This design comes from an exercise in tuning for small area on the open sky130 flow, not from production work.
The RTL was checked by simulation tests, not by an equivalence proof against the original design.
Power figures rest on the tool's default switching activity, not on a simulated workload.

Setup of run Z:
Design snn_spi_top, start of the top module:
module snn_spi_top (
    input  wire logic                SCK,
    input  wire logic                RST_async,
    input  wire logic                MOSI,
    output wire logic                MISO,
    output wire logic [11:0]         cfg_top,
    output wire logic [49:0]         cfg_ctrl,
    output wire logic [187:0]        cfg_net,
    output wire logic [57:0]         mem_req,
    input  wire logic [31:0]         mem_rdata
);
    logic [31:0] sr;
    logic [4:0]  bit_cnt;
    logic        pend;       
    logic        mvalid;     
    logic        pq;         
    logic        rq;         
    logic [31:0] d_zero;     
    logic [31:0] d_one;      
    assign d_zero = sr & ~{32{RST_async}};
    assign d_one  = sr |  {32{RST_async}};
    logic [4:0]  tgt_oh;     
    logic        read_any;
    always_ff @(posedge SCK) begin
        if (read_any) sr <= mem_rdata;
        else          sr <= {sr[30:0], MOSI};
    end
    always_ff @(posedge SCK) begin
        if (RST_async) begin
            bit_cnt <= '0;
            pend    <= 1'b0;
        end else begin
            bit_cnt <= bit_cnt ^ {&bit_cnt[3:0], &bit_cnt[2:0], &bit_cnt[1:0], bit_cnt[0], 1'b1};
            pend    <= (bit_cnt == 5'd31);
        end
    end
    always_ff @(posedge SCK) begin
        if (RST_async)              mvalid <= 1'b0;
        else if (bit_cnt == 5'd1)   mvalid <= read_any;
    end
    assign MISO = sr[31] & mvalid;
    logic [11:0] rem;        
    logic        f_rd;
    logic [2:0]  f_tgt;
    logic [15:0] ac;         
    logic [15:0] ac_d;
    logic        ld_cmd;
    logic        ac_inc;
    logic        in_cmd;
    assign in_cmd = (rem == 12'd0);
    assign ld_cmd = pend && in_cmd;
    logic [12:0] rem_b;
    logic [11:0] rem_d;
    assign rem_b[0] = pend && !in_cmd;
    for (genvar i = 0; i < 12; i++) begin : g_rem
        assign rem_b[i+1] = rem_b[i] && !rem[i];
    end
    assign rem_d = ld_cmd ? sr[27:16] : (rem ^ rem_b[11:0]);
    always_ff @(posedge SCK) begin
        if (RST_async) rem <= '0;
        else           rem <= rem_d;
    end
    always_ff @(posedge SCK) begin
        if (ld_cmd) begin
  ...
Settings: LEC_CHECK=0, CAP_MARGIN=20, CORE_MARGIN=2, CORE_UTILIZATION=50, SLEW_MARGIN=20; clock period 5.0 ns.
standard.sh (not shown) runs the stock make flow with config.mk's settings and CLKGATE_MAP_FILE= SYNTH_SCRIPT=/design/flow/synth_recipe.tcl, a recipe that flattens the netlist after the stock synthesis.
==> flow/flow/run.sh <==
#!/bin/bash
# The standard ORFS layout with three changes that only affect area:
#  - synthesis maps the combinational logic with an area-oriented ABC script
#    (registers are mapped before ABC runs, so they are the standard ones);
#  - the smallest buffer on the ports;
#  - a clock tree of fewer, larger sink clusters and no dummy loads.
set -euo pipefail
here=$(pwd)
{
  cat <<TCL
proc abc {args} {
  set i [lsearch -exact \$args -script]
  if {\$i >= 0} { lset args [expr {\$i + 1}] $here/flow/abc_area_map.script }
  yosys abc {*}\$args
}
TCL
  cat synth_recipe.tcl
} > flow_synth.tcl
bash standard.sh \
  "SYNTH_SCRIPT=$here/flow_synth.tcl" \
  "BUFFER_PORTS_ARGS=-buffer_cell sky130_fd_sc_hd__buf_1" \
  "CTS_ARGS=-sink_clustering_enable -repair_clock_nets -dont_use_dummy_load -sink_clustering_size 10 -sink_clustering_max_diameter 40 -buf_list {sky130_fd_sc_hd__clkbuf_4}" \
  finish > make_finish.log 2>&1
==> flow/flow/abc_area_map.script <==
strash
dch
map -a
topo
stime -c
Setup changes, run Z to run R
- CORE_UTILIZATION: 50 -> 65
[summary]
Against run Z, run R reports a routability congestion estimate that is higher. Run R vs. run Z: die area now smaller; count of clock-buffer cells in the layout now smaller; met3 wirelength from detailed routing now smaller. Min area used by multi-input combinational logic across run Z and run R: run Z.


Starting RTL as in the previous note.
==> flow/config.mk <==
export PLATFORM = sky130hd
export DESIGN_NAME = snn_spi_top
export DESIGN_NICKNAME = snn_spi_top
export VERILOG_FILES = /design/flow/design.v
export SDC_FILE = /design/flow/constraint.sdc
export NUM_CORES = 4
export LEC_CHECK = 0
export CAP_MARGIN = 20
export CORE_MARGIN = 2
export CORE_UTILIZATION = 80
export SLEW_MARGIN = 20
==> flow/constraint.sdc <==
create_clock -name core_clock -period 5.0 [get_ports {SCK}]
set_input_delay 1.0000 -clock core_clock [delete_from_list [all_inputs] [get_ports {SCK}]]
set_output_delay 1.0000 -clock core_clock [all_outputs]
set_load 0.01 [all_outputs]
Scripts as last shown in full above: flow/flow/run.sh, flow/flow/abc_area_map.script
The first run finished but failed the layout checks on negative setup slack.
Then changed:
==> flow/flow/run.sh (replaced) <==
#!/bin/bash
# The standard ORFS layout, with the smallest buffer on the ports and a
# clock tree of fewer, larger sink clusters.
set -euo pipefail
bash standard.sh \
  "BUFFER_PORTS_ARGS=-buffer_cell sky130_fd_sc_hd__buf_1" \
  "CTS_ARGS=-sink_clustering_enable -repair_clock_nets -dont_use_dummy_load -sink_clustering_size 15 -sink_clustering_max_diameter 60 -buf_list {sky130_fd_sc_hd__clkbuf_8}" \
  finish > make_finish.log 2>&1
--- a/flow/config.mk
+++ b/flow/config.mk
@@ -10 +10 @@
-export CORE_UTILIZATION = 80
+export CORE_UTILIZATION = 50
removed: flow/flow/abc_area_map.script
This time the run went through all stages and came out clean.
Clock skew shrinks by 0.033 ns.
Clock-buffer cell count shrinks by 13.
Cell count is about the same.
Die area grows by well over a third.
Wire length shrinks by roughly a tenth.
Global-route usage shrinks by 20 points.
Combinational power shrinks by about a fifth.

## static timing again, ports no longer ideal
How much do the figures lean on ideal ports? The routed layouts below were timed once more, with nothing changed but the port constraints.
Step 1 (the two cells are an assumption about what drives the block):
set clk [get_ports {SCK}]
set_driving_cell -lib_cell sky130_fd_sc_hd__clkbuf_16 $clk
set_driving_cell -lib_cell sky130_fd_sc_hd__buf_2 [delete_from_list [all_inputs] $clk]
Step 2 times the ports against the registers' clock, not the clock port: input delays grow and output delays shrink by t, the midpoint of the rising clock arrivals with the driver on.
Three values: ideal, step 1, step 2; two values: the first two.
run | t (ns) | setup WS [ns] | worst slew at a driven data input, ns | cell pins on the clock port's net
run Z | 0.681 | 0.416 / 0.416 / 0.416 | 0.07 | 1
run R | 0.669 | 0.385 / 0.385 / 0.385 | 0.07 | 1
the first run of note 2 | 0.716 | -0.095 / -0.095 / -0.095 | 0.08 | 1
the second run of note 2 | 0.614 | 0.394 / 0.394 / 0.394 | 0.09 | 1
